Context: an optimization exercise on an open-source flow, tuned for small area and a short achievable clock period. The choices shown serve that exercise and are no tape-out recipe.
Where RTL was checked, it was by simulation tests only, not by an equivalence proof against the original.
For run 1, only the layout was checked, not whether the RTL still works.

==> flow/design.v (outline; a module is shown in full before it is edited, if it fits) <==
// module coefficient_regs: 81 lines
// module state_chain: 29 lines
// module stage2_a: 193 lines
// module stage2_b: 311 lines
// module den_add: 80 lines
// module mul_cs: 631 lines
// module iir_filter: 178 lines
module iir_filter (
	input  logic clk,
	input  logic rst,
	input  logic signed [14:0] data,
	input  logic data_en,
	input  logic wb_cyc,
	input  logic wb_stb,
	input  logic wb_we,
	input  logic [2:0] wb_adr,
	input  logic [31:0] wb_dat_i,
	output logic [31:0] wb_dat_o,
	output logic wb_ack,
	output logic signed [14:0] data_out,
	output logic data_out_en
);
  // ...
==> flow/flow/run.sh <==
#!/bin/bash
# The standard layout (standard.sh), with two placement options changed:
#  - MATCH_CELL_FOOTPRINT=0: the resizer may swap a cell for one of
#    another footprint (the platform sets 1)
#  - port buffers are buf_2 cells
# The make output goes to standard.log; ORFS keeps each step's log in orfs/logs.
set -o pipefail
export BUFFER_PORTS_ARGS="-buffer_cell sky130_fd_sc_hd__buf_2"
bash standard.sh MATCH_CELL_FOOTPRINT=0 finish > standard.log 2>&1
==> flow/standard.sh <==
#!/bin/bash
# synth_recipe.tcl (not shown) runs the flow's synth.tcl, then flattens the netlist and writes it again
# the make line also repeats each setting of config.mk as NAME=value (left out here)
make -C /OpenROAD-flow-scripts/flow DESIGN_CONFIG=/design/flow/config.mk WORK_HOME=/design/flow/orfs CLKGATE_MAP_FILE= SYNTH_SCRIPT=/design/flow/synth_recipe.tcl "${@:-finish}"
==> flow/config.mk <==
export PLATFORM = sky130hd
export DESIGN_NAME = iir_filter
export DESIGN_NICKNAME = iir_filter
export VERILOG_FILES = /design/flow/design.v
export SDC_FILE = /design/flow/constraint.sdc
export NUM_CORES = 4
export LEC_CHECK = 0
export CAP_MARGIN = 20
export CORE_MARGIN = 2
export CORE_UTILIZATION = 50
export SETUP_SLACK_MARGIN = 4.3
export SLEW_MARGIN = 20
==> flow/constraint.sdc <==
create_clock -name core_clock -period 8.0 [get_ports {clk}]
set_input_delay 1.6000 -clock core_clock [delete_from_list [all_inputs] [get_ports {clk}]]
set_output_delay 1.6000 -clock core_clock [all_outputs]
set_load 0.01 [all_outputs]
==> qor.log, run 1 <==
INFO  routing        drt-total-wl=106000µm
INFO  worst_setup_path critical_path.cell_chain=ha_2 > inv_2 > fa_2 > nor2b_4 > o31a_1 > o41a_1 > o21ai_1 > nand2b_1 > a21oi_2 > xor2_2 > ha_4 > o21ai_4 > nor2_2 > a311oi_2 > o21ai_1 > and3_1 > o31ai_2
INFO  routing        drt-initial-drc-count=2671
INFO  run_status     status=timing/DRC/antenna clean
INFO  worst_hold_path hold_start=s[3]
INFO  logic_synthesis synth-compound-area-share=0.171
INFO  logic_synthesis synth_mux_area_frac=0.106
INFO  worst_setup_path r2r-end=i_state_chain.w1[14]
INFO  global_route   grt_pass1_vias=26700
INFO  clock_tree     clk-insertion-delay-late=0.66ns
INFO  worst_setup_path crit_top_cell=o21ai_1
INFO  worst_setup_path timing.critical_path.from_type=flop
INFO  logic_synthesis synth_adder_area_share=0.181
INFO  worst_setup_path critical_path_peak_fanout=3
INFO  sta            tightestPinTransition=1.02ns
INFO  global_route   grtUsageMet1=0.419
INFO  die            boundaryPins=105
INFO  run            cap_viol_max_count=0
INFO  logic_synthesis synth_xor_xnor_area_share=0.0308
INFO  clock_tree     cts_tree=done
INFO  routing        m1WireLength=49000µm
INFO  finish         final.clkbuf_count=81
INFO  finish         flops_and_latches=506
INFO  finish         layout.non_clock_buffers=197
INFO  logic_synthesis ys_top_cells_by_area=dfrtp_1 (15%), fa_1 (12%), dfxtp_1 (11%), mux2_2 (7.3%), dfstp_2 (6.9%)
INFO  logic_synthesis syn_area_per_cell=9.10µm²
INFO  finish         instances_no_fill=4838
INFO  finish         layout.nets=4228
INFO  finish         clock_area_frac=0.0498
INFO  global_route   use_met2=0.443
INFO  die            die-height=271µm
INFO  finish         final_core_util=0.554
INFO  sta            slew_violations=0
INFO  finish         final_cell_mix=nand2_1 (386), inv_1 (324), nor2_1 (300)
INFO  routing        firstDrtPassIters=9
INFO  clock_tree     clock_tree.root_cell=clkbuf_16
==> module stage2_a, before the edit <==
module stage2_a (
	input  logic [14:0] hs,
	input  logic [14:0] hc,
	input  logic [14:0] add0,
	input  logic [14:0] add1,
	input  logic cy,
	output logic [14:0] y
);
	wire s1;
	wire c2;
	assign s1 = add0[0] ^ add1[0];
	assign c2 = add0[0] & add1[0];
	wire s3;
	wire c4;
	assign s3 = add0[1] ^ add1[1];
	assign c4 = add0[1] & add1[1];
	wire s5;
	wire c6;
	assign s5 = add0[2] ^ add1[2];
	assign c6 = add0[2] & add1[2];
	wire s7;
	wire c8;
	assign s7 = add0[3] ^ add1[3];
	assign c8 = add0[3] & add1[3];
	wire s9;
	wire c10;
	assign s9 = add0[4] ^ add1[4];
	assign c10 = add0[4] & add1[4];
	wire s11;
	wire c12;
	assign s11 = add0[5] ^ add1[5];
	assign c12 = add0[5] & add1[5];
	wire s13;
	wire c14;
	assign s13 = add0[6] ^ add1[6];
	assign c14 = add0[6] & add1[6];
	wire s15;
	wire c16;
	assign s15 = add0[7] ^ add1[7];
	assign c16 = add0[7] & add1[7];
	wire s17;
	wire c18;
	assign s17 = add0[8] ^ add1[8];
	assign c18 = add0[8] & add1[8];
	wire s19;
	wire c20;
	assign s19 = add0[9] ^ add1[9];
	assign c20 = add0[9] & add1[9];
	wire s21;
	wire c22;
	assign s21 = add0[10] ^ add1[10];
	assign c22 = add0[10] & add1[10];
	wire s23;
	wire c24;
	assign s23 = add0[11] ^ add1[11];
	assign c24 = add0[11] & add1[11];
	wire s25;
	wire c26;
	assign s25 = add0[12] ^ add1[12];
	assign c26 = add0[12] & add1[12];
	wire s27;
	wire c28;
	assign s27 = add0[13] ^ add1[13];
	assign c28 = add0[13] & add1[13];
	wire s29;
	wire c30;
	assign s29 = add0[14] ^ add1[14];
	assign c30 = add0[14] & add1[14];
	wire s31;
	wire c32;
	assign s31 = cy ^ hc[0];
	assign c32 = cy & hc[0];
	wire s33;
	wire c34;
	assign s33 = hc[1] ^ hs[1] ^ c2;
	assign c34 = (hc[1] & hs[1]) | (c2 & (hc[1] ^ hs[1]));
	wire s35;
	wire c36;
	assign s35 = hc[2] ^ hs[2] ^ c4;
	assign c36 = (hc[2] & hs[2]) | (c4 & (hc[2] ^ hs[2]));
	wire s37;
	wire c38;
	assign s37 = hc[3] ^ hs[3] ^ c6;
	assign c38 = (hc[3] & hs[3]) | (c6 & (hc[3] ^ hs[3]));
	wire s39;
	wire c40;
	assign s39 = hc[4] ^ hs[4] ^ c8;
	assign c40 = (hc[4] & hs[4]) | (c8 & (hc[4] ^ hs[4]));
	wire s41;
	wire c42;
	assign s41 = hc[5] ^ hs[5] ^ c10;
	assign c42 = (hc[5] & hs[5]) | (c10 & (hc[5] ^ hs[5]));
	wire s43;
	wire c44;
	assign s43 = hc[6] ^ hs[6] ^ c12;
	assign c44 = (hc[6] & hs[6]) | (c12 & (hc[6] ^ hs[6]));
	wire s45;
	wire c46;
	assign s45 = hc[7] ^ hs[7] ^ c14;
	assign c46 = (hc[7] & hs[7]) | (c14 & (hc[7] ^ hs[7]));
	wire s47;
	wire c48;
	assign s47 = hc[8] ^ hs[8] ^ c16;
	assign c48 = (hc[8] & hs[8]) | (c16 & (hc[8] ^ hs[8]));
	wire s49;
	wire c50;
	assign s49 = hc[9] ^ hs[9] ^ c18;
	assign c50 = (hc[9] & hs[9]) | (c18 & (hc[9] ^ hs[9]));
	wire s51;
	wire c52;
	assign s51 = hc[10] ^ hs[10] ^ c20;
	assign c52 = (hc[10] & hs[10]) | (c20 & (hc[10] ^ hs[10]));
	wire s53;
	wire c54;
	assign s53 = hc[11] ^ hs[11] ^ c22;
	assign c54 = (hc[11] & hs[11]) | (c22 & (hc[11] ^ hs[11]));
	wire s55;
	wire c56;
	assign s55 = hc[12] ^ hs[12] ^ c24;
	assign c56 = (hc[12] & hs[12]) | (c24 & (hc[12] ^ hs[12]));
	wire s57;
	wire c58;
	assign s57 = hc[13] ^ hs[13] ^ c26;
	assign c58 = (hc[13] & hs[13]) | (c26 & (hc[13] ^ hs[13]));
	wire s59;
	wire c60;
	assign s59 = hc[14] ^ hs[14] ^ c28;
	assign c60 = (hc[14] & hs[14]) | (c28 & (hc[14] ^ hs[14]));
	wire s61;
	wire c62;
	assign s61 = hs[0] ^ s1;
	assign c62 = hs[0] & s1;
	wire s63;
	wire c64;
	assign s63 = c32 ^ s3 ^ s33;
	assign c64 = (c32 & s3) | (s33 & (c32 ^ s3));
	wire s65;
	wire c66;
	assign s65 = s5 ^ c34 ^ s35;
	assign c66 = (s5 & c34) | (s35 & (s5 ^ c34));
	wire s67;
	wire c68;
	assign s67 = s7 ^ c36 ^ s37;
	assign c68 = (s7 & c36) | (s37 & (s7 ^ c36));
	wire s69;
	wire c70;
	assign s69 = s9 ^ c38 ^ s39;
	assign c70 = (s9 & c38) | (s39 & (s9 ^ c38));
	wire s71;
	wire c72;
	assign s71 = s11 ^ c40 ^ s41;
	assign c72 = (s11 & c40) | (s41 & (s11 ^ c40));
	wire s73;
	wire c74;
	assign s73 = s13 ^ c42 ^ s43;
	assign c74 = (s13 & c42) | (s43 & (s13 ^ c42));
	wire s75;
	wire c76;
	assign s75 = s15 ^ c44 ^ s45;
	assign c76 = (s15 & c44) | (s45 & (s15 ^ c44));
	wire s77;
	wire c78;
	assign s77 = s17 ^ c46 ^ s47;
	assign c78 = (s17 & c46) | (s47 & (s17 ^ c46));
	wire s79;
	wire c80;
	assign s79 = s19 ^ c48 ^ s49;
	assign c80 = (s19 & c48) | (s49 & (s19 ^ c48));
	wire s81;
	wire c82;
	assign s81 = s21 ^ c50 ^ s51;
	assign c82 = (s21 & c50) | (s51 & (s21 ^ c50));
	wire s83;
	wire c84;
	assign s83 = s23 ^ c52 ^ s53;
	assign c84 = (s23 & c52) | (s53 & (s23 ^ c52));
	wire s85;
	wire c86;
	assign s85 = s25 ^ c54 ^ s55;
	assign c86 = (s25 & c54) | (s55 & (s25 ^ c54));
	wire s87;
	wire c88;
	assign s87 = s27 ^ c56 ^ s57;
	assign c88 = (s27 & c56) | (s57 & (s27 ^ c56));
	wire s89;
	wire c90;
	assign s89 = s29 ^ c58 ^ s59;
	assign c90 = (s29 & c58) | (s59 & (s29 ^ c58));
	logic [14:0] r0, r1;
	assign r0 = {s89, s87, s85, s83, s81, s79, s77, s75, s73, s71, s69, s67, s65, s63, s61};
	assign r1 = {c88, c86, c84, c82, c80, c78, c76, c74, c72, c70, c68, c66, c64, c62, s31};
	assign y = r0 + r1;
endmodule
==> run 2, diff against run 1 <==
--- a/flow/design.v
+++ b/flow/design.v
@@ -128,7 +128,8 @@
 module stage2_a (
-	input  logic [14:0] hs,
-	input  logic [14:0] hc,
+	input  logic [14:0] h0,
+	input  logic [14:0] h1,
+	input  logic [14:0] h2,
 	input  logic [14:0] add0,
 	input  logic [14:0] add1,
-	input  logic cy,
+	input  logic [1:0] cy,
 	output logic [14:0] y
@@ -137,183 +138,239 @@
 	wire c2;
-	assign s1 = add0[0] ^ add1[0];
-	assign c2 = add0[0] & add1[0];
+	assign s1 = add0[0] ^ add1[0] ^ cy[0];
+	assign c2 = (add0[0] & add1[0]) | (cy[0] & (add0[0] ^ add1[0]));
 	wire s3;
 	wire c4;
-	assign s3 = add0[1] ^ add1[1];
-	assign c4 = add0[1] & add1[1];
+	assign s3 = add0[1] ^ add1[1] ^ cy[1];
+	assign c4 = (add0[1] & add1[1]) | (cy[1] & (add0[1] ^ add1[1]));
 	wire s5;
 	wire c6;
-	assign s5 = add0[2] ^ add1[2];
-	assign c6 = add0[2] & add1[2];
+	assign s5 = h0[1] ^ h1[1];
+	assign c6 = h0[1] & h1[1];
 	wire s7;
 	wire c8;
-	assign s7 = add0[3] ^ add1[3];
-	assign c8 = add0[3] & add1[3];
+	assign s7 = add0[2] ^ add1[2] ^ h0[2];
+	assign c8 = (add0[2] & add1[2]) | (h0[2] & (add0[2] ^ add1[2]));
 	wire s9;
 	wire c10;
-	assign s9 = add0[4] ^ add1[4];
-	assign c10 = add0[4] & add1[4];
+	assign s9 = h1[2] ^ h2[2];
+	assign c10 = h1[2] & h2[2];
 	wire s11;
 	wire c12;
-	assign s11 = add0[5] ^ add1[5];
-	assign c12 = add0[5] & add1[5];
+	assign s11 = add0[3] ^ add1[3] ^ h0[3];
+	assign c12 = (add0[3] & add1[3]) | (h0[3] & (add0[3] ^ add1[3]));
 	wire s13;
 	wire c14;
-	assign s13 = add0[6] ^ add1[6];
-	assign c14 = add0[6] & add1[6];
+	assign s13 = h1[3] ^ h2[3];
+	assign c14 = h1[3] & h2[3];
 	wire s15;
 	wire c16;
-	assign s15 = add0[7] ^ add1[7];
-	assign c16 = add0[7] & add1[7];
+	assign s15 = add0[4] ^ add1[4] ^ h0[4];
+	assign c16 = (add0[4] & add1[4]) | (h0[4] & (add0[4] ^ add1[4]));
 	wire s17;
 	wire c18;
-	assign s17 = add0[8] ^ add1[8];
-	assign c18 = add0[8] & add1[8];
+	assign s17 = h1[4] ^ h2[4];
+	assign c18 = h1[4] & h2[4];
 	wire s19;
 	wire c20;
-	assign s19 = add0[9] ^ add1[9];
-	assign c20 = add0[9] & add1[9];
+	assign s19 = add0[5] ^ add1[5] ^ h0[5];
+	assign c20 = (add0[5] & add1[5]) | (h0[5] & (add0[5] ^ add1[5]));
 	wire s21;
 	wire c22;
-	assign s21 = add0[10] ^ add1[10];
-	assign c22 = add0[10] & add1[10];
+	assign s21 = h1[5] ^ h2[5];
+	assign c22 = h1[5] & h2[5];
 	wire s23;
 	wire c24;
-	assign s23 = add0[11] ^ add1[11];
-	assign c24 = add0[11] & add1[11];
+	assign s23 = add0[6] ^ add1[6] ^ h0[6];
+	assign c24 = (add0[6] & add1[6]) | (h0[6] & (add0[6] ^ add1[6]));
 	wire s25;
 	wire c26;
-	assign s25 = add0[12] ^ add1[12];
-	assign c26 = add0[12] & add1[12];
+	assign s25 = h1[6] ^ h2[6];
+	assign c26 = h1[6] & h2[6];
 	wire s27;
 	wire c28;
-	assign s27 = add0[13] ^ add1[13];
-	assign c28 = add0[13] & add1[13];
+	assign s27 = add0[7] ^ add1[7] ^ h0[7];
+	assign c28 = (add0[7] & add1[7]) | (h0[7] & (add0[7] ^ add1[7]));
 	wire s29;
 	wire c30;
-	assign s29 = add0[14] ^ add1[14];
-	assign c30 = add0[14] & add1[14];
+	assign s29 = h1[7] ^ h2[7];
+	assign c30 = h1[7] & h2[7];
 	wire s31;
 	wire c32;
-	assign s31 = cy ^ hc[0];
-	assign c32 = cy & hc[0];
+	assign s31 = add0[8] ^ add1[8] ^ h0[8];
+	assign c32 = (add0[8] & add1[8]) | (h0[8] & (add0[8] ^ add1[8]));
 	wire s33;
 	wire c34;
-	assign s33 = hc[1] ^ hs[1] ^ c2;
-	assign c34 = (hc[1] & hs[1]) | (c2 & (hc[1] ^ hs[1]));
+	assign s33 = h1[8] ^ h2[8];
+	assign c34 = h1[8] & h2[8];
 	wire s35;
 	wire c36;
-	assign s35 = hc[2] ^ hs[2] ^ c4;
-	assign c36 = (hc[2] & hs[2]) | (c4 & (hc[2] ^ hs[2]));
+	assign s35 = add0[9] ^ add1[9] ^ h0[9];
+	assign c36 = (add0[9] & add1[9]) | (h0[9] & (add0[9] ^ add1[9]));
 	wire s37;
 	wire c38;
-	assign s37 = hc[3] ^ hs[3] ^ c6;
-	assign c38 = (hc[3] & hs[3]) | (c6 & (hc[3] ^ hs[3]));
+	assign s37 = h1[9] ^ h2[9];
+	assign c38 = h1[9] & h2[9];
 	wire s39;
 	wire c40;
-	assign s39 = hc[4] ^ hs[4] ^ c8;
-	assign c40 = (hc[4] & hs[4]) | (c8 & (hc[4] ^ hs[4]));
+	assign s39 = add0[10] ^ add1[10] ^ h0[10];
+	assign c40 = (add0[10] & add1[10]) | (h0[10] & (add0[10] ^ add1[10]));
 	wire s41;
 	wire c42;
-	assign s41 = hc[5] ^ hs[5] ^ c10;
-	assign c42 = (hc[5] & hs[5]) | (c10 & (hc[5] ^ hs[5]));
+	assign s41 = h1[10] ^ h2[10];
+	assign c42 = h1[10] & h2[10];
 	wire s43;
 	wire c44;
-	assign s43 = hc[6] ^ hs[6] ^ c12;
-	assign c44 = (hc[6] & hs[6]) | (c12 & (hc[6] ^ hs[6]));
+	assign s43 = add0[11] ^ add1[11] ^ h0[11];
+	assign c44 = (add0[11] & add1[11]) | (h0[11] & (add0[11] ^ add1[11]));
 	wire s45;
 	wire c46;
-	assign s45 = hc[7] ^ hs[7] ^ c14;
-	assign c46 = (hc[7] & hs[7]) | (c14 & (hc[7] ^ hs[7]));
+	assign s45 = h1[11] ^ h2[11];
+	assign c46 = h1[11] & h2[11];
 	wire s47;
 	wire c48;
-	assign s47 = hc[8] ^ hs[8] ^ c16;
-	assign c48 = (hc[8] & hs[8]) | (c16 & (hc[8] ^ hs[8]));
+	assign s47 = add0[12] ^ add1[12] ^ h0[12];
+	assign c48 = (add0[12] & add1[12]) | (h0[12] & (add0[12] ^ add1[12]));
 	wire s49;
 	wire c50;
-	assign s49 = hc[9] ^ hs[9] ^ c18;
-	assign c50 = (hc[9] & hs[9]) | (c18 & (hc[9] ^ hs[9]));
+	assign s49 = h1[12] ^ h2[12];
+	assign c50 = h1[12] & h2[12];
 	wire s51;
 	wire c52;
-	assign s51 = hc[10] ^ hs[10] ^ c20;
-	assign c52 = (hc[10] & hs[10]) | (c20 & (hc[10] ^ hs[10]));
+	assign s51 = add0[13] ^ add1[13] ^ h0[13];
+	assign c52 = (add0[13] & add1[13]) | (h0[13] & (add0[13] ^ add1[13]));
 	wire s53;
 	wire c54;
-	assign s53 = hc[11] ^ hs[11] ^ c22;
-	assign c54 = (hc[11] & hs[11]) | (c22 & (hc[11] ^ hs[11]));
+	assign s53 = h1[13] ^ h2[13];
+	assign c54 = h1[13] & h2[13];
 	wire s55;
 	wire c56;
-	assign s55 = hc[12] ^ hs[12] ^ c24;
-	assign c56 = (hc[12] & hs[12]) | (c24 & (hc[12] ^ hs[12]));
+	assign s55 = add0[14] ^ add1[14] ^ h0[14];
+	assign c56 = (add0[14] & add1[14]) | (h0[14] & (add0[14] ^ add1[14]));
 	wire s57;
 	wire c58;
-	assign s57 = hc[13] ^ hs[13] ^ c26;
-	assign c58 = (hc[13] & hs[13]) | (c26 & (hc[13] ^ hs[13]));
+	assign s57 = h1[14] ^ h2[14];
+	assign c58 = h1[14] & h2[14];
 	wire s59;
 	wire c60;
-	assign s59 = hc[14] ^ hs[14] ^ c28;
-	assign c60 = (hc[14] & hs[14]) | (c28 & (hc[14] ^ hs[14]));
+	assign s59 = h0[0] ^ h1[0];
+	assign c60 = h0[0] & h1[0];
 	wire s61;
 	wire c62;
-	assign s61 = hs[0] ^ s1;
-	assign c62 = hs[0] & s1;
+	assign s61 = h2[1] ^ c2 ^ s3;
+	assign c62 = (h2[1] & c2) | (s3 & (h2[1] ^ c2));
 	wire s63;
 	wire c64;
-	assign s63 = c32 ^ s3 ^ s33;
-	assign c64 = (c32 & s3) | (s33 & (c32 ^ s3));
+	assign s63 = c4 ^ c6 ^ s7;
+	assign c64 = (c4 & c6) | (s7 & (c4 ^ c6));
 	wire s65;
 	wire c66;
-	assign s65 = s5 ^ c34 ^ s35;
-	assign c66 = (s5 & c34) | (s35 & (s5 ^ c34));
+	assign s65 = c10 ^ c8 ^ s11;
+	assign c66 = (c10 & c8) | (s11 & (c10 ^ c8));
 	wire s67;
 	wire c68;
-	assign s67 = s7 ^ c36 ^ s37;
-	assign c68 = (s7 & c36) | (s37 & (s7 ^ c36));
+	assign s67 = c12 ^ c14 ^ s15;
+	assign c68 = (c12 & c14) | (s15 & (c12 ^ c14));
 	wire s69;
 	wire c70;
-	assign s69 = s9 ^ c38 ^ s39;
-	assign c70 = (s9 & c38) | (s39 & (s9 ^ c38));
+	assign s69 = c16 ^ c18 ^ s19;
+	assign c70 = (c16 & c18) | (s19 & (c16 ^ c18));
 	wire s71;
 	wire c72;
-	assign s71 = s11 ^ c40 ^ s41;
-	assign c72 = (s11 & c40) | (s41 & (s11 ^ c40));
+	assign s71 = c20 ^ c22 ^ s23;
+	assign c72 = (c20 & c22) | (s23 & (c20 ^ c22));
 	wire s73;
 	wire c74;
-	assign s73 = s13 ^ c42 ^ s43;
-	assign c74 = (s13 & c42) | (s43 & (s13 ^ c42));
+	assign s73 = c24 ^ c26 ^ s27;
+	assign c74 = (c24 & c26) | (s27 & (c24 ^ c26));
 	wire s75;
 	wire c76;
-	assign s75 = s15 ^ c44 ^ s45;
-	assign c76 = (s15 & c44) | (s45 & (s15 ^ c44));
+	assign s75 = c28 ^ c30 ^ s31;
+	assign c76 = (c28 & c30) | (s31 & (c28 ^ c30));
 	wire s77;
 	wire c78;
-	assign s77 = s17 ^ c46 ^ s47;
-	assign c78 = (s17 & c46) | (s47 & (s17 ^ c46));
+	assign s77 = c32 ^ c34 ^ s35;
+	assign c78 = (c32 & c34) | (s35 & (c32 ^ c34));
 	wire s79;
 	wire c80;
-	assign s79 = s19 ^ c48 ^ s49;
-	assign c80 = (s19 & c48) | (s49 & (s19 ^ c48));
+	assign s79 = c36 ^ c38 ^ s39;
+	assign c80 = (c36 & c38) | (s39 & (c36 ^ c38));
 	wire s81;
 	wire c82;
-	assign s81 = s21 ^ c50 ^ s51;
-	assign c82 = (s21 & c50) | (s51 & (s21 ^ c50));
+	assign s81 = c40 ^ c42 ^ s43;
+	assign c82 = (c40 & c42) | (s43 & (c40 ^ c42));
 	wire s83;
 	wire c84;
-	assign s83 = s23 ^ c52 ^ s53;
-	assign c84 = (s23 & c52) | (s53 & (s23 ^ c52));
+	assign s83 = c44 ^ c46 ^ s47;
+	assign c84 = (c44 & c46) | (s47 & (c44 ^ c46));
 	wire s85;
 	wire c86;
-	assign s85 = s25 ^ c54 ^ s55;
-	assign c86 = (s25 & c54) | (s55 & (s25 ^ c54));
+	assign s85 = c48 ^ c50 ^ s51;
+	assign c86 = (c48 & c50) | (s51 & (c48 ^ c50));
 	wire s87;
 	wire c88;
-	assign s87 = s27 ^ c56 ^ s57;
-	assign c88 = (s27 & c56) | (s57 & (s27 ^ c56));
+	assign s87 = c52 ^ c54 ^ s55;
+	assign c88 = (c52 & c54) | (s55 & (c52 ^ c54));
 	wire s89;
 	wire c90;
-	assign s89 = s29 ^ c58 ^ s59;
-	assign c90 = (s29 & c58) | (s59 & (s29 ^ c58));
+	assign s89 = h2[0] ^ s1;
+	assign c90 = h2[0] & s1;
+	wire s91;
+	wire c92;
+	assign s91 = c60 ^ s5 ^ s61;
+	assign c92 = (c60 & s5) | (s61 & (c60 ^ s5));
+	wire s93;
+	wire c94;
+	assign s93 = s9 ^ c62 ^ s63;
+	assign c94 = (s9 & c62) | (s63 & (s9 ^ c62));
+	wire s95;
+	wire c96;
+	assign s95 = s13 ^ c64 ^ s65;
+	assign c96 = (s13 & c64) | (s65 & (s13 ^ c64));
+	wire s97;
+	wire c98;
+	assign s97 = s17 ^ c66 ^ s67;
+	assign c98 = (s17 & c66) | (s67 & (s17 ^ c66));
+	wire s99;
+	wire c100;
+	assign s99 = s21 ^ c68 ^ s69;
+	assign c100 = (s21 & c68) | (s69 & (s21 ^ c68));
+	wire s101;
+	wire c102;
+	assign s101 = s25 ^ c70 ^ s71;
+	assign c102 = (s25 & c70) | (s71 & (s25 ^ c70));
+	wire s103;
+	wire c104;
+	assign s103 = s29 ^ c72 ^ s73;
+	assign c104 = (s29 & c72) | (s73 & (s29 ^ c72));
+	wire s105;
+	wire c106;
+	assign s105 = s33 ^ c74 ^ s75;
+	assign c106 = (s33 & c74) | (s75 & (s33 ^ c74));
+	wire s107;
+	wire c108;
+	assign s107 = s37 ^ c76 ^ s77;
+	assign c108 = (s37 & c76) | (s77 & (s37 ^ c76));
+	wire s109;
+	wire c110;
+	assign s109 = s41 ^ c78 ^ s79;
+	assign c110 = (s41 & c78) | (s79 & (s41 ^ c78));
+	wire s111;
+	wire c112;
+	assign s111 = s45 ^ c80 ^ s81;
+	assign c112 = (s45 & c80) | (s81 & (s45 ^ c80));
+	wire s113;
+	wire c114;
+	assign s113 = s49 ^ c82 ^ s83;
+	assign c114 = (s49 & c82) | (s83 & (s49 ^ c82));
+	wire s115;
+	wire c116;
+	assign s115 = s53 ^ c84 ^ s85;
+	assign c116 = (s53 & c84) | (s85 & (s53 ^ c84));
+	wire s117;
+	wire c118;
+	assign s117 = s57 ^ c86 ^ s87;
+	assign c118 = (s57 & c86) | (s87 & (s57 ^ c86));
 	logic [14:0] r0, r1;
-	assign r0 = {s89, s87, s85, s83, s81, s79, s77, s75, s73, s71, s69, s67, s65, s63, s61};
-	assign r1 = {c88, c86, c84, c82, c80, c78, c76, c74, c72, c70, c68, c66, c64, c62, s31};
+	assign r0 = {s117, s115, s113, s111, s109, s107, s105, s103, s101, s99, s97, s95, s93, s91, s89};
+	assign r1 = {c116, c114, c112, c110, c108, c106, c104, c102, c100, c98, c96, c94, c92, c90, s59};
 	assign y = r0 + r1;
@@ -321,10 +378,12 @@
 module stage2_b (
-	input  logic [14:0] hs,
-	input  logic [14:0] hc,
+	input  logic [14:0] h0,
+	input  logic [14:0] h1,
+	input  logic [14:0] h2,
 	input  logic [14:0] add0,
 	input  logic [14:0] add1,
-	input  logic [14:0] hs2,
-	input  logic [14:0] hc2,
-	input  logic cy,
-	input  logic cy2,
+	input  logic [14:0] g0,
+	input  logic [14:0] g1,
+	input  logic [14:0] g2,
+	input  logic [1:0] cy,
+	input  logic [1:0] gcy,
 	output logic [14:0] ys,
@@ -334,298 +393,422 @@
 	wire c2;
-	assign s1 = add0[0] ^ add1[0] ^ cy;
-	assign c2 = (add0[0] & add1[0]) | (cy & (add0[0] ^ add1[0]));
+	assign s1 = add0[0] ^ add1[0];
+	assign c2 = add0[0] & add1[0];
 	wire s3;
 	wire c4;
-	assign s3 = add0[1] ^ add1[1];
-	assign c4 = add0[1] & add1[1];
+	assign s3 = add0[1] ^ add1[1] ^ cy[1];
+	assign c4 = (add0[1] & add1[1]) | (cy[1] & (add0[1] ^ add1[1]));
 	wire s5;
 	wire c6;
-	assign s5 = add0[2] ^ add1[2];
-	assign c6 = add0[2] & add1[2];
+	assign s5 = cy[0] ^ h0[0] ^ h1[0];
+	assign c6 = (cy[0] & h0[0]) | (h1[0] & (cy[0] ^ h0[0]));
 	wire s7;
 	wire c8;
-	assign s7 = add0[3] ^ add1[3];
-	assign c8 = add0[3] & add1[3];
+	assign s7 = h2[0] ^ g0[0];
+	assign c8 = h2[0] & g0[0];
 	wire s9;
 	wire c10;
-	assign s9 = add0[4] ^ add1[4];
-	assign c10 = add0[4] & add1[4];
+	assign s9 = h0[1] ^ h1[1] ^ h2[1];
+	assign c10 = (h0[1] & h1[1]) | (h2[1] & (h0[1] ^ h1[1]));
 	wire s11;
 	wire c12;
-	assign s11 = add0[5] ^ add1[5];
-	assign c12 = add0[5] & add1[5];
+	assign s11 = c2 ^ g0[1] ^ g1[1];
+	assign c12 = (c2 & g0[1]) | (g1[1] & (c2 ^ g0[1]));
 	wire s13;
 	wire c14;
-	assign s13 = add0[6] ^ add1[6];
-	assign c14 = add0[6] & add1[6];
+	assign s13 = g2[1] ^ gcy[1];
+	assign c14 = g2[1] & gcy[1];
 	wire s15;
 	wire c16;
-	assign s15 = add0[7] ^ add1[7];
-	assign c16 = add0[7] & add1[7];
+	assign s15 = add0[2] ^ add1[2] ^ h0[2];
+	assign c16 = (add0[2] & add1[2]) | (h0[2] & (add0[2] ^ add1[2]));
 	wire s17;
 	wire c18;
-	assign s17 = add0[8] ^ add1[8];
-	assign c18 = add0[8] & add1[8];
+	assign s17 = h1[2] ^ h2[2] ^ c4;
+	assign c18 = (h1[2] & h2[2]) | (c4 & (h1[2] ^ h2[2]));
 	wire s19;
 	wire c20;
-	assign s19 = add0[9] ^ add1[9];
-	assign c20 = add0[9] & add1[9];
+	assign s19 = g0[2] ^ g1[2] ^ g2[2];
+	assign c20 = (g0[2] & g1[2]) | (g2[2] & (g0[2] ^ g1[2]));
 	wire s21;
 	wire c22;
-	assign s21 = add0[10] ^ add1[10];
-	assign c22 = add0[10] & add1[10];
+	assign s21 = add0[3] ^ add1[3] ^ h0[3];
+	assign c22 = (add0[3] & add1[3]) | (h0[3] & (add0[3] ^ add1[3]));
 	wire s23;
 	wire c24;
-	assign s23 = add0[11] ^ add1[11];
-	assign c24 = add0[11] & add1[11];
+	assign s23 = h1[3] ^ h2[3] ^ g0[3];
+	assign c24 = (h1[3] & h2[3]) | (g0[3] & (h1[3] ^ h2[3]));
 	wire s25;
 	wire c26;
-	assign s25 = add0[12] ^ add1[12];
-	assign c26 = add0[12] & add1[12];
+	assign s25 = g1[3] ^ g2[3];
+	assign c26 = g1[3] & g2[3];
 	wire s27;
 	wire c28;
-	assign s27 = add0[13] ^ add1[13];
-	assign c28 = add0[13] & add1[13];
+	assign s27 = add0[4] ^ add1[4] ^ h0[4];
+	assign c28 = (add0[4] & add1[4]) | (h0[4] & (add0[4] ^ add1[4]));
 	wire s29;
 	wire c30;
-	assign s29 = add0[14] ^ add1[14];
-	assign c30 = add0[14] & add1[14];
+	assign s29 = h1[4] ^ h2[4] ^ g0[4];
+	assign c30 = (h1[4] & h2[4]) | (g0[4] & (h1[4] ^ h2[4]));
 	wire s31;
 	wire c32;
-	assign s31 = hc[0] ^ hs[0] ^ cy2;
-	assign c32 = (hc[0] & hs[0]) | (cy2 & (hc[0] ^ hs[0]));
+	assign s31 = g1[4] ^ g2[4];
+	assign c32 = g1[4] & g2[4];
 	wire s33;
 	wire c34;
-	assign s33 = hc[1] ^ hs[1] ^ c2;
-	assign c34 = (hc[1] & hs[1]) | (c2 & (hc[1] ^ hs[1]));
+	assign s33 = add0[5] ^ add1[5] ^ h0[5];
+	assign c34 = (add0[5] & add1[5]) | (h0[5] & (add0[5] ^ add1[5]));
 	wire s35;
 	wire c36;
-	assign s35 = hc2[1] ^ hs2[1];
-	assign c36 = hc2[1] & hs2[1];
+	assign s35 = h1[5] ^ h2[5] ^ g0[5];
+	assign c36 = (h1[5] & h2[5]) | (g0[5] & (h1[5] ^ h2[5]));
 	wire s37;
 	wire c38;
-	assign s37 = hc[2] ^ hs[2] ^ c4;
-	assign c38 = (hc[2] & hs[2]) | (c4 & (hc[2] ^ hs[2]));
+	assign s37 = g1[5] ^ g2[5];
+	assign c38 = g1[5] & g2[5];
 	wire s39;
 	wire c40;
-	assign s39 = hc2[2] ^ hs2[2] ^ s5;
-	assign c40 = (hc2[2] & hs2[2]) | (s5 & (hc2[2] ^ hs2[2]));
+	assign s39 = add0[6] ^ add1[6] ^ h0[6];
+	assign c40 = (add0[6] & add1[6]) | (h0[6] & (add0[6] ^ add1[6]));
 	wire s41;
 	wire c42;
-	assign s41 = hc[3] ^ hs[3] ^ c6;
-	assign c42 = (hc[3] & hs[3]) | (c6 & (hc[3] ^ hs[3]));
+	assign s41 = h1[6] ^ h2[6] ^ g0[6];
+	assign c42 = (h1[6] & h2[6]) | (g0[6] & (h1[6] ^ h2[6]));
 	wire s43;
 	wire c44;
-	assign s43 = hc2[3] ^ hs2[3] ^ s7;
-	assign c44 = (hc2[3] & hs2[3]) | (s7 & (hc2[3] ^ hs2[3]));
+	assign s43 = g1[6] ^ g2[6];
+	assign c44 = g1[6] & g2[6];
 	wire s45;
 	wire c46;
-	assign s45 = hc[4] ^ hs[4] ^ c8;
-	assign c46 = (hc[4] & hs[4]) | (c8 & (hc[4] ^ hs[4]));
+	assign s45 = add0[7] ^ add1[7] ^ h0[7];
+	assign c46 = (add0[7] & add1[7]) | (h0[7] & (add0[7] ^ add1[7]));
 	wire s47;
 	wire c48;
-	assign s47 = hc2[4] ^ hs2[4] ^ s9;
-	assign c48 = (hc2[4] & hs2[4]) | (s9 & (hc2[4] ^ hs2[4]));
+	assign s47 = h1[7] ^ h2[7] ^ g0[7];
+	assign c48 = (h1[7] & h2[7]) | (g0[7] & (h1[7] ^ h2[7]));
 	wire s49;
 	wire c50;
-	assign s49 = hc[5] ^ hs[5] ^ c10;
-	assign c50 = (hc[5] & hs[5]) | (c10 & (hc[5] ^ hs[5]));
+	assign s49 = g1[7] ^ g2[7];
+	assign c50 = g1[7] & g2[7];
 	wire s51;
 	wire c52;
-	assign s51 = hc2[5] ^ hs2[5] ^ s11;
-	assign c52 = (hc2[5] & hs2[5]) | (s11 & (hc2[5] ^ hs2[5]));
+	assign s51 = add0[8] ^ add1[8] ^ h0[8];
+	assign c52 = (add0[8] & add1[8]) | (h0[8] & (add0[8] ^ add1[8]));
 	wire s53;
 	wire c54;
-	assign s53 = hc[6] ^ hs[6] ^ c12;
-	assign c54 = (hc[6] & hs[6]) | (c12 & (hc[6] ^ hs[6]));
+	assign s53 = h1[8] ^ h2[8] ^ g0[8];
+	assign c54 = (h1[8] & h2[8]) | (g0[8] & (h1[8] ^ h2[8]));
 	wire s55;
 	wire c56;
-	assign s55 = hc2[6] ^ hs2[6] ^ s13;
-	assign c56 = (hc2[6] & hs2[6]) | (s13 & (hc2[6] ^ hs2[6]));
+	assign s55 = g1[8] ^ g2[8];
+	assign c56 = g1[8] & g2[8];
 	wire s57;
 	wire c58;
-	assign s57 = hc[7] ^ hs[7] ^ c14;
-	assign c58 = (hc[7] & hs[7]) | (c14 & (hc[7] ^ hs[7]));
+	assign s57 = add0[9] ^ add1[9] ^ h0[9];
+	assign c58 = (add0[9] & add1[9]) | (h0[9] & (add0[9] ^ add1[9]));
 	wire s59;
 	wire c60;
-	assign s59 = hc2[7] ^ hs2[7] ^ s15;
-	assign c60 = (hc2[7] & hs2[7]) | (s15 & (hc2[7] ^ hs2[7]));
+	assign s59 = h1[9] ^ h2[9] ^ g0[9];
+	assign c60 = (h1[9] & h2[9]) | (g0[9] & (h1[9] ^ h2[9]));
 	wire s61;
 	wire c62;
-	assign s61 = hc[8] ^ hs[8] ^ c16;
-	assign c62 = (hc[8] & hs[8]) | (c16 & (hc[8] ^ hs[8]));
+	assign s61 = g1[9] ^ g2[9];
+	assign c62 = g1[9] & g2[9];
 	wire s63;
 	wire c64;
-	assign s63 = hc2[8] ^ hs2[8] ^ s17;
-	assign c64 = (hc2[8] & hs2[8]) | (s17 & (hc2[8] ^ hs2[8]));
+	assign s63 = add0[10] ^ add1[10] ^ h0[10];
+	assign c64 = (add0[10] & add1[10]) | (h0[10] & (add0[10] ^ add1[10]));
 	wire s65;
 	wire c66;
-	assign s65 = hc[9] ^ hs[9] ^ c18;
-	assign c66 = (hc[9] & hs[9]) | (c18 & (hc[9] ^ hs[9]));
+	assign s65 = h1[10] ^ h2[10] ^ g0[10];
+	assign c66 = (h1[10] & h2[10]) | (g0[10] & (h1[10] ^ h2[10]));
 	wire s67;
 	wire c68;
-	assign s67 = hc2[9] ^ hs2[9] ^ s19;
-	assign c68 = (hc2[9] & hs2[9]) | (s19 & (hc2[9] ^ hs2[9]));
+	assign s67 = g1[10] ^ g2[10];
+	assign c68 = g1[10] & g2[10];
 	wire s69;
 	wire c70;
-	assign s69 = hc[10] ^ hs[10] ^ c20;
-	assign c70 = (hc[10] & hs[10]) | (c20 & (hc[10] ^ hs[10]));
+	assign s69 = add0[11] ^ add1[11] ^ h0[11];
+	assign c70 = (add0[11] & add1[11]) | (h0[11] & (add0[11] ^ add1[11]));
 	wire s71;
 	wire c72;
-	assign s71 = hc2[10] ^ hs2[10] ^ s21;
-	assign c72 = (hc2[10] & hs2[10]) | (s21 & (hc2[10] ^ hs2[10]));
+	assign s71 = h1[11] ^ h2[11] ^ g0[11];
+	assign c72 = (h1[11] & h2[11]) | (g0[11] & (h1[11] ^ h2[11]));
 	wire s73;
 	wire c74;
-	assign s73 = hc[11] ^ hs[11] ^ c22;
-	assign c74 = (hc[11] & hs[11]) | (c22 & (hc[11] ^ hs[11]));
+	assign s73 = g1[11] ^ g2[11];
+	assign c74 = g1[11] & g2[11];
 	wire s75;
 	wire c76;
-	assign s75 = hc2[11] ^ hs2[11] ^ s23;
-	assign c76 = (hc2[11] & hs2[11]) | (s23 & (hc2[11] ^ hs2[11]));
+	assign s75 = add0[12] ^ add1[12] ^ h0[12];
+	assign c76 = (add0[12] & add1[12]) | (h0[12] & (add0[12] ^ add1[12]));
 	wire s77;
 	wire c78;
-	assign s77 = hc[12] ^ hs[12] ^ c24;
-	assign c78 = (hc[12] & hs[12]) | (c24 & (hc[12] ^ hs[12]));
+	assign s77 = h1[12] ^ h2[12] ^ g0[12];
+	assign c78 = (h1[12] & h2[12]) | (g0[12] & (h1[12] ^ h2[12]));
 	wire s79;
 	wire c80;
-	assign s79 = hc2[12] ^ hs2[12] ^ s25;
-	assign c80 = (hc2[12] & hs2[12]) | (s25 & (hc2[12] ^ hs2[12]));
+	assign s79 = g1[12] ^ g2[12];
+	assign c80 = g1[12] & g2[12];
 	wire s81;
 	wire c82;
-	assign s81 = hc[13] ^ hs[13] ^ c26;
-	assign c82 = (hc[13] & hs[13]) | (c26 & (hc[13] ^ hs[13]));
+	assign s81 = add0[13] ^ add1[13] ^ h0[13];
+	assign c82 = (add0[13] & add1[13]) | (h0[13] & (add0[13] ^ add1[13]));
 	wire s83;
 	wire c84;
-	assign s83 = hc2[13] ^ hs2[13] ^ s27;
-	assign c84 = (hc2[13] & hs2[13]) | (s27 & (hc2[13] ^ hs2[13]));
+	assign s83 = h1[13] ^ h2[13] ^ g0[13];
+	assign c84 = (h1[13] & h2[13]) | (g0[13] & (h1[13] ^ h2[13]));
 	wire s85;
 	wire c86;
-	assign s85 = hc[14] ^ hs[14] ^ c28;
-	assign c86 = (hc[14] & hs[14]) | (c28 & (hc[14] ^ hs[14]));
+	assign s85 = g1[13] ^ g2[13];
+	assign c86 = g1[13] & g2[13];
 	wire s87;
 	wire c88;
-	assign s87 = hc2[14] ^ hs2[14] ^ s29;
-	assign c88 = (hc2[14] & hs2[14]) | (s29 & (hc2[14] ^ hs2[14]));
+	assign s87 = add0[14] ^ add1[14] ^ h0[14];
+	assign c88 = (add0[14] & add1[14]) | (h0[14] & (add0[14] ^ add1[14]));
 	wire s89;
 	wire c90;
-	assign s89 = hc2[0] ^ hs2[0];
-	assign c90 = hc2[0] & hs2[0];
+	assign s89 = h1[14] ^ h2[14] ^ g0[14];
+	assign c90 = (h1[14] & h2[14]) | (g0[14] & (h1[14] ^ h2[14]));
 	wire s91;
 	wire c92;
-	assign s91 = s3 ^ c32 ^ s33;
-	assign c92 = (s3 & c32) | (s33 & (s3 ^ c32));
+	assign s91 = g1[14] ^ g2[14];
+	assign c92 = g1[14] & g2[14];
 	wire s93;
 	wire c94;
-	assign s93 = c34 ^ c36 ^ s37;
-	assign c94 = (c34 & c36) | (s37 & (c34 ^ c36));
+	assign s93 = g1[0] ^ g2[0] ^ gcy[0];
+	assign c94 = (g1[0] & g2[0]) | (gcy[0] & (g1[0] ^ g2[0]));
 	wire s95;
 	wire c96;
-	assign s95 = c38 ^ c40 ^ s41;
-	assign c96 = (c38 & c40) | (s41 & (c38 ^ c40));
+	assign s95 = c6 ^ s3 ^ s9;
+	assign c96 = (c6 & s3) | (s9 & (c6 ^ s3));
 	wire s97;
 	wire c98;
-	assign s97 = c42 ^ c44 ^ s45;
-	assign c98 = (c42 & c44) | (s45 & (c42 ^ c44));
+	assign s97 = c8 ^ s11;
+	assign c98 = c8 & s11;
 	wire s99;
 	wire c100;
-	assign s99 = c46 ^ c48 ^ s49;
-	assign c100 = (c46 & c48) | (s49 & (c46 ^ c48));
+	assign s99 = c10 ^ s15 ^ c12;
+	assign c100 = (c10 & s15) | (c12 & (c10 ^ s15));
 	wire s101;
 	wire c102;
-	assign s101 = c50 ^ c52 ^ s53;
-	assign c102 = (c50 & c52) | (s53 & (c50 ^ c52));
+	assign s101 = c14 ^ s17 ^ s19;
+	assign c102 = (c14 & s17) | (s19 & (c14 ^ s17));
 	wire s103;
 	wire c104;
-	assign s103 = c54 ^ c56 ^ s57;
-	assign c104 = (c54 & c56) | (s57 & (c54 ^ c56));
+	assign s103 = c16 ^ s21 ^ c18;
+	assign c104 = (c16 & s21) | (c18 & (c16 ^ s21));
 	wire s105;
 	wire c106;
-	assign s105 = c58 ^ c60 ^ s61;
-	assign c106 = (c58 & c60) | (s61 & (c58 ^ c60));
+	assign s105 = c20 ^ s23 ^ s25;
+	assign c106 = (c20 & s23) | (s25 & (c20 ^ s23));
 	wire s107;
 	wire c108;
-	assign s107 = c62 ^ c64 ^ s65;
-	assign c108 = (c62 & c64) | (s65 & (c62 ^ c64));
+	assign s107 = c22 ^ s27 ^ c24;
+	assign c108 = (c22 & s27) | (c24 & (c22 ^ s27));
 	wire s109;
 	wire c110;
-	assign s109 = c66 ^ c68 ^ s69;
-	assign c110 = (c66 & c68) | (s69 & (c66 ^ c68));
+	assign s109 = c26 ^ s29 ^ s31;
+	assign c110 = (c26 & s29) | (s31 & (c26 ^ s29));
 	wire s111;
 	wire c112;
-	assign s111 = c70 ^ c72 ^ s73;
-	assign c112 = (c70 & c72) | (s73 & (c70 ^ c72));
+	assign s111 = c28 ^ s33 ^ c30;
+	assign c112 = (c28 & s33) | (c30 & (c28 ^ s33));
 	wire s113;
 	wire c114;
-	assign s113 = c74 ^ c76 ^ s77;
-	assign c114 = (c74 & c76) | (s77 & (c74 ^ c76));
+	assign s113 = c32 ^ s35 ^ s37;
+	assign c114 = (c32 & s35) | (s37 & (c32 ^ s35));
 	wire s115;
 	wire c116;
-	assign s115 = c78 ^ c80 ^ s81;
-	assign c116 = (c78 & c80) | (s81 & (c78 ^ c80));
+	assign s115 = c34 ^ s39 ^ c36;
+	assign c116 = (c34 & s39) | (c36 & (c34 ^ s39));
 	wire s117;
 	wire c118;
-	assign s117 = c82 ^ c84 ^ s85;
-	assign c118 = (c82 & c84) | (s85 & (c82 ^ c84));
+	assign s117 = c38 ^ s41 ^ s43;
+	assign c118 = (c38 & s41) | (s43 & (c38 ^ s41));
 	wire s119;
 	wire c120;
-	assign s119 = s1 ^ s31;
-	assign c120 = s1 & s31;
+	assign s119 = c40 ^ s45 ^ c42;
+	assign c120 = (c40 & s45) | (c42 & (c40 ^ s45));
 	wire s121;
 	wire c122;
-	assign s121 = c90 ^ s35 ^ s91;
-	assign c122 = (c90 & s35) | (s91 & (c90 ^ s35));
+	assign s121 = c44 ^ s47 ^ s49;
+	assign c122 = (c44 & s47) | (s49 & (c44 ^ s47));
 	wire s123;
 	wire c124;
-	assign s123 = s39 ^ c92 ^ s93;
-	assign c124 = (s39 & c92) | (s93 & (s39 ^ c92));
+	assign s123 = c46 ^ s51 ^ c48;
+	assign c124 = (c46 & s51) | (c48 & (c46 ^ s51));
 	wire s125;
 	wire c126;
-	assign s125 = s43 ^ c94 ^ s95;
-	assign c126 = (s43 & c94) | (s95 & (s43 ^ c94));
+	assign s125 = c50 ^ s53 ^ s55;
+	assign c126 = (c50 & s53) | (s55 & (c50 ^ s53));
 	wire s127;
 	wire c128;
-	assign s127 = s47 ^ c96 ^ s97;
-	assign c128 = (s47 & c96) | (s97 & (s47 ^ c96));
+	assign s127 = c52 ^ s57 ^ c54;
+	assign c128 = (c52 & s57) | (c54 & (c52 ^ s57));
 	wire s129;
 	wire c130;
-	assign s129 = s51 ^ c98 ^ s99;
-	assign c130 = (s51 & c98) | (s99 & (s51 ^ c98));
+	assign s129 = c56 ^ s59 ^ s61;
+	assign c130 = (c56 & s59) | (s61 & (c56 ^ s59));
 	wire s131;
 	wire c132;
-	assign s131 = s55 ^ c100 ^ s101;
-	assign c132 = (s55 & c100) | (s101 & (s55 ^ c100));
+	assign s131 = c58 ^ s63 ^ c60;
+	assign c132 = (c58 & s63) | (c60 & (c58 ^ s63));
 	wire s133;
 	wire c134;
-	assign s133 = s59 ^ c102 ^ s103;
-	assign c134 = (s59 & c102) | (s103 & (s59 ^ c102));
+	assign s133 = c62 ^ s65 ^ s67;
+	assign c134 = (c62 & s65) | (s67 & (c62 ^ s65));
 	wire s135;
 	wire c136;
-	assign s135 = s63 ^ c104 ^ s105;
-	assign c136 = (s63 & c104) | (s105 & (s63 ^ c104));
+	assign s135 = c64 ^ s69 ^ c66;
+	assign c136 = (c64 & s69) | (c66 & (c64 ^ s69));
 	wire s137;
 	wire c138;
-	assign s137 = s67 ^ c106 ^ s107;
-	assign c138 = (s67 & c106) | (s107 & (s67 ^ c106));
+	assign s137 = c68 ^ s71 ^ s73;
+	assign c138 = (c68 & s71) | (s73 & (c68 ^ s71));
 	wire s139;
 	wire c140;
-	assign s139 = s71 ^ c108 ^ s109;
-	assign c140 = (s71 & c108) | (s109 & (s71 ^ c108));
+	assign s139 = c70 ^ s75 ^ c72;
+	assign c140 = (c70 & s75) | (c72 & (c70 ^ s75));
 	wire s141;
 	wire c142;
-	assign s141 = s75 ^ c110 ^ s111;
-	assign c142 = (s75 & c110) | (s111 & (s75 ^ c110));
+	assign s141 = c74 ^ s77 ^ s79;
+	assign c142 = (c74 & s77) | (s79 & (c74 ^ s77));
 	wire s143;
 	wire c144;
-	assign s143 = s79 ^ c112 ^ s113;
-	assign c144 = (s79 & c112) | (s113 & (s79 ^ c112));
+	assign s143 = c76 ^ s81 ^ c78;
+	assign c144 = (c76 & s81) | (c78 & (c76 ^ s81));
 	wire s145;
 	wire c146;
-	assign s145 = s83 ^ c114 ^ s115;
-	assign c146 = (s83 & c114) | (s115 & (s83 ^ c114));
+	assign s145 = c80 ^ s83 ^ s85;
+	assign c146 = (c80 & s83) | (s85 & (c80 ^ s83));
 	wire s147;
 	wire c148;
-	assign s147 = s87 ^ c116 ^ s117;
-	assign c148 = (s87 & c116) | (s117 & (s87 ^ c116));
-	assign ys = {s147, s145, s143, s141, s139, s137, s135, s133, s131, s129, s127, s125, s123, s121, s119};
-	assign yc = {c146, c144, c142, c140, c138, c136, c134, c132, c130, c128, c126, c124, c122, c120, s89};
+	assign s147 = c82 ^ s87 ^ c84;
+	assign c148 = (c82 & s87) | (c84 & (c82 ^ s87));
+	wire s149;
+	wire c150;
+	assign s149 = c86 ^ s89 ^ s91;
+	assign c150 = (c86 & s89) | (s91 & (c86 ^ s89));
+	wire s151;
+	wire c152;
+	assign s151 = s1 ^ s5;
+	assign c152 = s1 & s5;
+	wire s153;
+	wire c154;
+	assign s153 = c94 ^ s13 ^ s95;
+	assign c154 = (c94 & s13) | (s95 & (c94 ^ s13));
+	wire s155;
+	wire c156;
+	assign s155 = c96 ^ c98 ^ s101;
+	assign c156 = (c96 & c98) | (s101 & (c96 ^ c98));
+	wire s157;
+	wire c158;
+	assign s157 = c100 ^ c102 ^ s103;
+	assign c158 = (c100 & c102) | (s103 & (c100 ^ c102));
+	wire s159;
+	wire c160;
+	assign s159 = c104 ^ c106 ^ s107;
+	assign c160 = (c104 & c106) | (s107 & (c104 ^ c106));
+	wire s161;
+	wire c162;
+	assign s161 = c108 ^ c110 ^ s111;
+	assign c162 = (c108 & c110) | (s111 & (c108 ^ c110));
+	wire s163;
+	wire c164;
+	assign s163 = c112 ^ c114 ^ s115;
+	assign c164 = (c112 & c114) | (s115 & (c112 ^ c114));
+	wire s165;
+	wire c166;
+	assign s165 = c116 ^ c118 ^ s119;
+	assign c166 = (c116 & c118) | (s119 & (c116 ^ c118));
+	wire s167;
+	wire c168;
+	assign s167 = c120 ^ c122 ^ s123;
+	assign c168 = (c120 & c122) | (s123 & (c120 ^ c122));
+	wire s169;
+	wire c170;
+	assign s169 = c124 ^ c126 ^ s127;
+	assign c170 = (c124 & c126) | (s127 & (c124 ^ c126));
+	wire s171;
+	wire c172;
+	assign s171 = c128 ^ c130 ^ s131;
+	assign c172 = (c128 & c130) | (s131 & (c128 ^ c130));
+	wire s173;
+	wire c174;
+	assign s173 = c132 ^ c134 ^ s135;
+	assign c174 = (c132 & c134) | (s135 & (c132 ^ c134));
+	wire s175;
+	wire c176;
+	assign s175 = c136 ^ c138 ^ s139;
+	assign c176 = (c136 & c138) | (s139 & (c136 ^ c138));
+	wire s177;
+	wire c178;
+	assign s177 = c140 ^ c142 ^ s143;
+	assign c178 = (c140 & c142) | (s143 & (c140 ^ c142));
+	wire s179;
+	wire c180;
+	assign s179 = c144 ^ c146 ^ s147;
+	assign c180 = (c144 & c146) | (s147 & (c144 ^ c146));
+	wire s181;
+	wire c182;
+	assign s181 = s151 ^ s7;
+	assign c182 = s151 & s7;
+	wire s183;
+	wire c184;
+	assign s183 = c152 ^ s153 ^ s97;
+	assign c184 = (c152 & s153) | (s97 & (c152 ^ s153));
+	wire s185;
+	wire c186;
+	assign s185 = c154 ^ s99 ^ s155;
+	assign c186 = (c154 & s99) | (s155 & (c154 ^ s99));
+	wire s187;
+	wire c188;
+	assign s187 = s105 ^ c156 ^ s157;
+	assign c188 = (s105 & c156) | (s157 & (s105 ^ c156));
+	wire s189;
+	wire c190;
+	assign s189 = s109 ^ c158 ^ s159;
+	assign c190 = (s109 & c158) | (s159 & (s109 ^ c158));
+	wire s191;
+	wire c192;
+	assign s191 = s113 ^ c160 ^ s161;
+	assign c192 = (s113 & c160) | (s161 & (s113 ^ c160));
+	wire s193;
+	wire c194;
+	assign s193 = s117 ^ c162 ^ s163;
+	assign c194 = (s117 & c162) | (s163 & (s117 ^ c162));
+	wire s195;
+	wire c196;
+	assign s195 = s121 ^ c164 ^ s165;
+	assign c196 = (s121 & c164) | (s165 & (s121 ^ c164));
+	wire s197;
+	wire c198;
+	assign s197 = s125 ^ c166 ^ s167;
+	assign c198 = (s125 & c166) | (s167 & (s125 ^ c166));
+	wire s199;
+	wire c200;
+	assign s199 = s129 ^ c168 ^ s169;
+	assign c200 = (s129 & c168) | (s169 & (s129 ^ c168));
+	wire s201;
+	wire c202;
+	assign s201 = s133 ^ c170 ^ s171;
+	assign c202 = (s133 & c170) | (s171 & (s133 ^ c170));
+	wire s203;
+	wire c204;
+	assign s203 = s137 ^ c172 ^ s173;
+	assign c204 = (s137 & c172) | (s173 & (s137 ^ c172));
+	wire s205;
+	wire c206;
+	assign s205 = s141 ^ c174 ^ s175;
+	assign c206 = (s141 & c174) | (s175 & (s141 ^ c174));
+	wire s207;
+	wire c208;
+	assign s207 = s145 ^ c176 ^ s177;
+	assign c208 = (s145 & c176) | (s177 & (s145 ^ c176));
+	wire s209;
+	wire c210;
+	assign s209 = s149 ^ c178 ^ s179;
+	assign c210 = (s149 & c178) | (s179 & (s149 ^ c178));
+	assign ys = {s209, s207, s205, s203, s201, s199, s197, s195, s193, s191, s189, s187, s185, s183, s181};
+	assign yc = {c208, c206, c204, c202, c200, c198, c196, c194, c192, c190, c188, c186, c184, c182, s93};
 endmodule
@@ -715,5 +898,6 @@
 	input  logic [20:0] g,
-	output logic [14:0] hs,
-	output logic [14:0] hc,
-	output logic cy
+	output logic [14:0] h0,
+	output logic [14:0] h1,
+	output logic [14:0] h2,
+	output logic [1:0] cy
 );
@@ -1258,86 +1442,14 @@
 	assign c256 = (c216 & c218) | (s219 & (c216 ^ c218));
-	wire s257;
-	wire c258;
-	assign s257 = neg[1] ^ p22;
-	assign c258 = neg[1] & p22;
-	wire s259;
-	wire c260;
-	assign s259 = p23 ^ p4;
-	assign c260 = p23 & p4;
-	wire s261;
-	wire c262;
-	assign s261 = p41 ^ p5 ^ s223;
-	assign c262 = (p41 & p5) | (s223 & (p41 ^ p5));
-	wire s263;
-	wire c264;
-	assign s263 = p6 ^ c224 ^ s225;
-	assign c264 = (p6 & c224) | (s225 & (p6 ^ c224));
-	wire s265;
-	wire c266;
-	assign s265 = c226 ^ s167 ^ s227;
-	assign c266 = (c226 & s167) | (s227 & (c226 ^ s167));
-	wire s267;
-	wire c268;
-	assign s267 = c228 ^ s169 ^ s229;
-	assign c268 = (c228 & s169) | (s229 & (c228 ^ s169));
-	wire s269;
-	wire c270;
-	assign s269 = s173 ^ c230 ^ s231;
-	assign c270 = (s173 & c230) | (s231 & (s173 ^ c230));
-	wire s271;
-	wire c272;
-	assign s271 = s177 ^ c232 ^ s233;
-	assign c272 = (s177 & c232) | (s233 & (s177 ^ c232));
-	wire s273;
-	wire c274;
-	assign s273 = c234 ^ s181 ^ s235;
-	assign c274 = (c234 & s181) | (s235 & (c234 ^ s181));
-	wire s275;
-	wire c276;
-	assign s275 = c236 ^ s185 ^ s237;
-	assign c276 = (c236 & s185) | (s237 & (c236 ^ s185));
-	wire s277;
-	wire c278;
-	assign s277 = s189 ^ c238 ^ s239;
-	assign c278 = (s189 & c238) | (s239 & (s189 ^ c238));
-	wire s279;
-	wire c280;
-	assign s279 = s193 ^ c240 ^ s241;
-	assign c280 = (s193 & c240) | (s241 & (s193 ^ c240));
-	wire s281;
-	wire c282;
-	assign s281 = s197 ^ c242 ^ s243;
-	assign c282 = (s197 & c242) | (s243 & (s197 ^ c242));
-	wire s283;
-	wire c284;
-	assign s283 = s201 ^ c244 ^ s245;
-	assign c284 = (s201 & c244) | (s245 & (s201 ^ c244));
-	wire s285;
-	wire c286;
-	assign s285 = s205 ^ c246 ^ s247;
-	assign c286 = (s205 & c246) | (s247 & (s205 ^ c246));
-	wire s287;
-	wire c288;
-	assign s287 = s209 ^ c248 ^ s249;
-	assign c288 = (s209 & c248) | (s249 & (s209 ^ c248));
-	wire s289;
-	wire c290;
-	assign s289 = s213 ^ c250 ^ s251;
-	assign c290 = (s213 & c250) | (s251 & (s213 ^ c250));
-	wire s291;
-	wire c292;
-	assign s291 = s217 ^ c252 ^ s253;
-	assign c292 = (s217 & c252) | (s253 & (s217 ^ c252));
-	wire s293;
-	wire c294;
-	assign s293 = s221 ^ c254 ^ s255;
-	assign c294 = (s221 & c254) | (s255 & (s221 ^ c254));
-	logic [20:0] r0, r1;
-	assign r0 = {s293, s291, s289, s287, s285, s283, s281, s279, s277, s275, s273, s271, s269, s267, s265, s263, s261, s259, s257, p2, neg[0]};
-	assign r1 = {c292, c290, c288, c286, c284, c282, c280, c278, c276, c274, c272, c270, c268, c266, c264, c262, c260, c258, p3, 1'b0, p1};
-	logic [6:0] lo;
-	assign lo = {1'b0, r0[5:0]} + {1'b0, r1[5:0]};
-	assign cy = lo[6];
-	assign hs = r0[20:6];
-	assign hc = r1[20:6];
+	logic [20:0] r0;
+	assign r0 = {s255, s253, s251, s249, s247, s245, s243, s241, s239, s237, s235, s233, s231, s229, s227, s225, s223, p23, neg[1], p2, neg[0]};
+	logic [20:0] r1;
+	assign r1 = {s221, s217, s213, s209, s205, s201, s197, s193, s189, s185, s181, s177, s173, s169, s167, p6, p41, p4, p22, 1'b0, p1};
+	logic [20:0] r2;
+	assign r2 = {c254, c252, c250, c248, c246, c244, c242, c240, c238, c236, c234, c232, c230, c228, c226, c224, p5, 1'b0, p3, 1'b0, 1'b0};
+	logic [7:0] lo;
+	assign lo = {2'b0, r0[5:0]} + {2'b0, r1[5:0]} + {2'b0, r2[5:0]};
+	assign cy = lo[7:6];
+	assign h0 = r0[20:6];
+	assign h1 = r1[20:6];
+	assign h2 = r2[20:6];
 endmodule
@@ -1441,4 +1553,4 @@
 	end
-	logic [14:0] ha_s, ha_c;
-	logic ha_y;
+	logic [14:0] ha_0, ha_1, ha_2;
+	logic [1:0] ha_y;
 	mul_cs i_mul_a (
@@ -1446,8 +1558,9 @@
 		.g  (ga),
-		.hs (ha_s),
-		.hc (ha_c),
+		.h0 (ha_0),
+		.h1 (ha_1),
+		.h2 (ha_2),
 		.cy (ha_y)
 	);
-	logic [14:0] hb_s, hb_c;
-	logic hb_y;
+	logic [14:0] hb_0, hb_1, hb_2;
+	logic [1:0] hb_y;
 	mul_cs i_mul_b (
@@ -1455,14 +1568,17 @@
 		.g  (gb),
-		.hs (hb_s),
-		.hc (hb_c),
+		.h0 (hb_0),
+		.h1 (hb_1),
+		.h2 (hb_2),
 		.cy (hb_y)
 	);
-	logic [14:0] pa_s, pa_c, pb_s, pb_c;
-	logic pa_y, pb_y;
+	logic [14:0] pa_0, pa_1, pa_2, pb_0, pb_1, pb_2;
+	logic [1:0] pa_y, pb_y;
 	always_ff @(posedge clk) begin
-		pa_s <= ha_s;
-		pa_c <= ha_c;
+		pa_0 <= ha_0;
+		pa_1 <= ha_1;
+		pa_2 <= ha_2;
 		pa_y <= ha_y;
-		pb_s <= hb_s;
-		pb_c <= hb_c;
+		pb_0 <= hb_0;
+		pb_1 <= hb_1;
+		pb_2 <= hb_2;
 		pb_y <= hb_y;
@@ -1470,4 +1586,5 @@
 	stage2_a i_stage2_a (
-		.hs   (pa_s),
-		.hc   (pa_c),
+		.h0   (pa_0),
+		.h1   (pa_1),
+		.h2   (pa_2),
 		.cy   (pa_y),
@@ -1480,8 +1597,10 @@
 	stage2_b i_stage2_b (
-		.hs   (pb_s),
-		.hc   (pb_c),
+		.h0   (pb_0),
+		.h1   (pb_1),
+		.h2   (pb_2),
 		.cy   (pb_y),
-		.hs2  (use_a ? pa_s : 15'd0),
-		.hc2  (use_a ? pa_c : 15'd0),
-		.cy2  (use_a && pa_y),
+		.g0   (use_a ? pa_0 : 15'd0),
+		.g1   (use_a ? pa_1 : 15'd0),
+		.g2   (use_a ? pa_2 : 15'd0),
+		.gcy  (use_a ? pa_y : 2'd0),
 		.add0 (rb_s),
==> flow/flow/run.sh (replaced) <==
#!/bin/bash
# The standard layout (standard.sh) with one placement option changed:
# the input and output ports are buffered with buf_2 cells instead of the
# cell buffer_ports picks by itself. The make output goes to standard.log;
# ORFS keeps each step's own log in orfs/logs.
set -o pipefail
export BUFFER_PORTS_ARGS="-buffer_cell sky130_fd_sc_hd__buf_2"
bash standard.sh finish > standard.log 2>&1
--- a/flow/config.mk
+++ b/flow/config.mk
@@ -7,2 +7,3 @@
 export LEC_CHECK = 0
+export ABC_AREA = 1
 export CAP_MARGIN = 20
@@ -10,3 +11,5 @@
 export CORE_UTILIZATION = 50
-export SETUP_SLACK_MARGIN = 4.3
+export CTS_CLUSTER_DIAMETER = 75
+export CTS_CLUSTER_SIZE = 30
+export SETUP_SLACK_MARGIN = 4.8
 export SLEW_MARGIN = 20
==> run 2 against run 1 <==
Maximum frequency is 9.5% higher. Via count is 10% lower. Worst setup slack gained 0.32 ns. Clock skew down 0.0055 ns. First-iteration DRC count is 21% lower.
==> qor.log, run 2 <==
INFO  logic_synthesis synth_area=32300µm² [was 35700 µm²]
INFO  finish         final_cell_mix=nand2_1 (753), inv_1 (518), o21ai_0 (327) [was nand2_1 (386), inv_1 (324), nor2_1 (300)]
INFO  worst_setup_path critical_path_peak_fanout=3 [unchanged]
INFO  clock_tree     cts_tree=done [unchanged]
INFO  clock_tree     clock_tree.root_cell=clkbuf_16 [unchanged]
INFO  worst_setup_path critical_path.cell_chain=inv_4 > fa_1 > inv_2 > fa_1 > fa_1 > inv_2 > fa_2 > o21ai_4 > a21oi_4 > buf_6 > nor3b_4 > nor2_2 > nand2_1 > nand2_2 [was ha_2 > inv_2 > fa_2 > nor2b_4 > o31a_1 > o41a_1 > o21ai_1 > nand2b_1 > a21oi_2 > xor2_2 > ha_4 > o21ai_4 > nor2_2 > a311oi_2 > o21ai_1 > and3_1 > o31ai_2]
INFO  routing        drt-initial-drc-count=2116 [was 2671]
INFO  routing        firstDrtPassIters=5 [was 9]
INFO  die            boundaryPins=105 [unchanged]
INFO  logic_synthesis ys_top_cells_by_area=dfrtp_1 (16%), dfxtp_1 (15%), fa_1 (14%), nand2_1 (9.2%), dfstp_2 (7.7%) [was dfrtp_1 (15%), fa_1 (12%), dfxtp_1 (11%), mux2_2 (7.3%), dfstp_2 (6.9%)]
INFO  run_status     status=timing/DRC/antenna clean [unchanged]
INFO  clock_tree     clk-insertion-delay-late=0.66ns [about the same]
INFO  logic_synthesis syn_area_per_cell=8.60µm² [was 9.10 µm²]
INFO  sta            slew_violations=0 [unchanged]
INFO  global_route   grt_pass1_vias=25000 [was 26700]
INFO  logic_synthesis synth_nets=4149 [was 4317]
INFO  run            cap_viol_max_count=0 [unchanged]
INFO  routing        drt-total-wl=96000µm [was 106000 µm]
INFO  die            die-height=258µm [was 271 µm]
INFO  worst_setup_path crit_top_cell=fa_1 [was o21ai_1]
INFO  sta            tightestPinTransition=0.868ns [was 1.02 ns]
INFO  worst_setup_path timing.critical_path.from_type=flop [unchanged]
INFO  finish         area_growth_syn_to_layout=12.4% [was 10.3%]
## run 2: cell count changes after synthesis, sizes merged, moves of 92 or more
cell / change
a21oi: -193
clkbuf: -133
inv: +240
mux2: -232
nand2: +405
nor2: -141
o22ai: +92
xor2: +176
## run 2: timing repair
| action | CTS | global route |
|---|---|---|
| pin swaps | 57 | 101 |
| gates cloned | 1 | 2 |
| endpoints found under the setup margin | 173 | 119 |
| setup buffers | 39 | 32 |
| resized for setup | 134 | 200 |
## run 2: worst paths after layout
| kind | from | end | slack (ns) | cells after the start |
|---|---|---|---|---|
| min reg2reg | s[3] | s[4] | 0.36 | 0 |
| min | s[3] | s[4] | 0.36 | 0 |
| min in group asynchronous | rst | i_coefficient_regs.g_a1[7] | 1.11 | 2 |
| max in group asynchronous | rst | i_state_chain.w1[9] | 5.25 | 4 |
| max | pa_y[1] | ra[14] | 4.63 | 14 |
| max reg2reg | pa_y[1] | ra[14] | 4.63 | 14 |
## run 2: cells by family after synthesis
logic type,count (synthesis),synth area share
adders and majority gates,344,0.187
DFF,538,0.385
buffers and inverters,773,0.0928
xor gates and xnor gates,239,0.0649
and+or+nand+nor,1089,0.134
AOI/OAI and AO/OA,766,0.137
## run 2: worst max-delay path: cells and delay by family (launching register included)
family	cells	cell delay, ns
adder cells (fa/ha/maj)	4	1.99
AND/OR/NAND/NOR	4	0.37
flip-flops	1	0.35
AO/OA/AOI/OAI	2	0.28
buffers and inverters	4	0.27
## run 2: final cells by class
type | count | area share
clock buffer | 33 | 0.0216
tap | 855 | 0.0295
clock inverter | 24 | 0.0113
timing repair buffer | 203 | 0.0414
inverter | 576 | 0.0613
multi-input combinational | 2438 | 0.492
sequential | 538 | 0.343
## run 2: metal layers
| metal | share of wire | track usage | wire, µm | vias up |
|---|---|---|---|---|
| met3 | 0.057 | 0.0335 | 5510 | 187 |
| met5 | 0.00014 | 0 | 13 | - |
| li1 | - | - | - | 12000 |
| met4 | 0.034 | 0.0917 | 3250 | 2 |
| met2 | 0.48 | 0.485 | 46500 | 815 |
| met1 | 0.42 | 0.379 | 40800 | 12300 |
## run 2: through the flow
step                      utilization  cells
final                           0.565   4667
after global routing            0.565   4667
after CTS                       0.551   4633
after detailed placement        0.519   4536
after global placement          0.519   4536
after floorplan                     -   3749

==> static timing again, ports no longer ideal <==
The flow's constraints put no driver on any port. The routed layouts listed below were extracted and timed again, unchanged, in two steps.
Step 1: set_driving_cell puts a clkbuf_16 on clk and a buf_2 on each other input, an assumption about the parent block.
Step 2 times the ports against the registers' clock, not the clock port: input delays grow and output delays shrink by t, the midpoint of the rising clock arrivals with the driver on.
a / b / c = no drivers / after step 1 / after step 2; a / b = the first two.
run	t, ns	setup slack, ns
run 1	0.707	4.306 / 4.306 / 3.737
run 2	0.701	4.627 / 4.627 / 4.259
After both steps setup and hold are still met in every run listed.
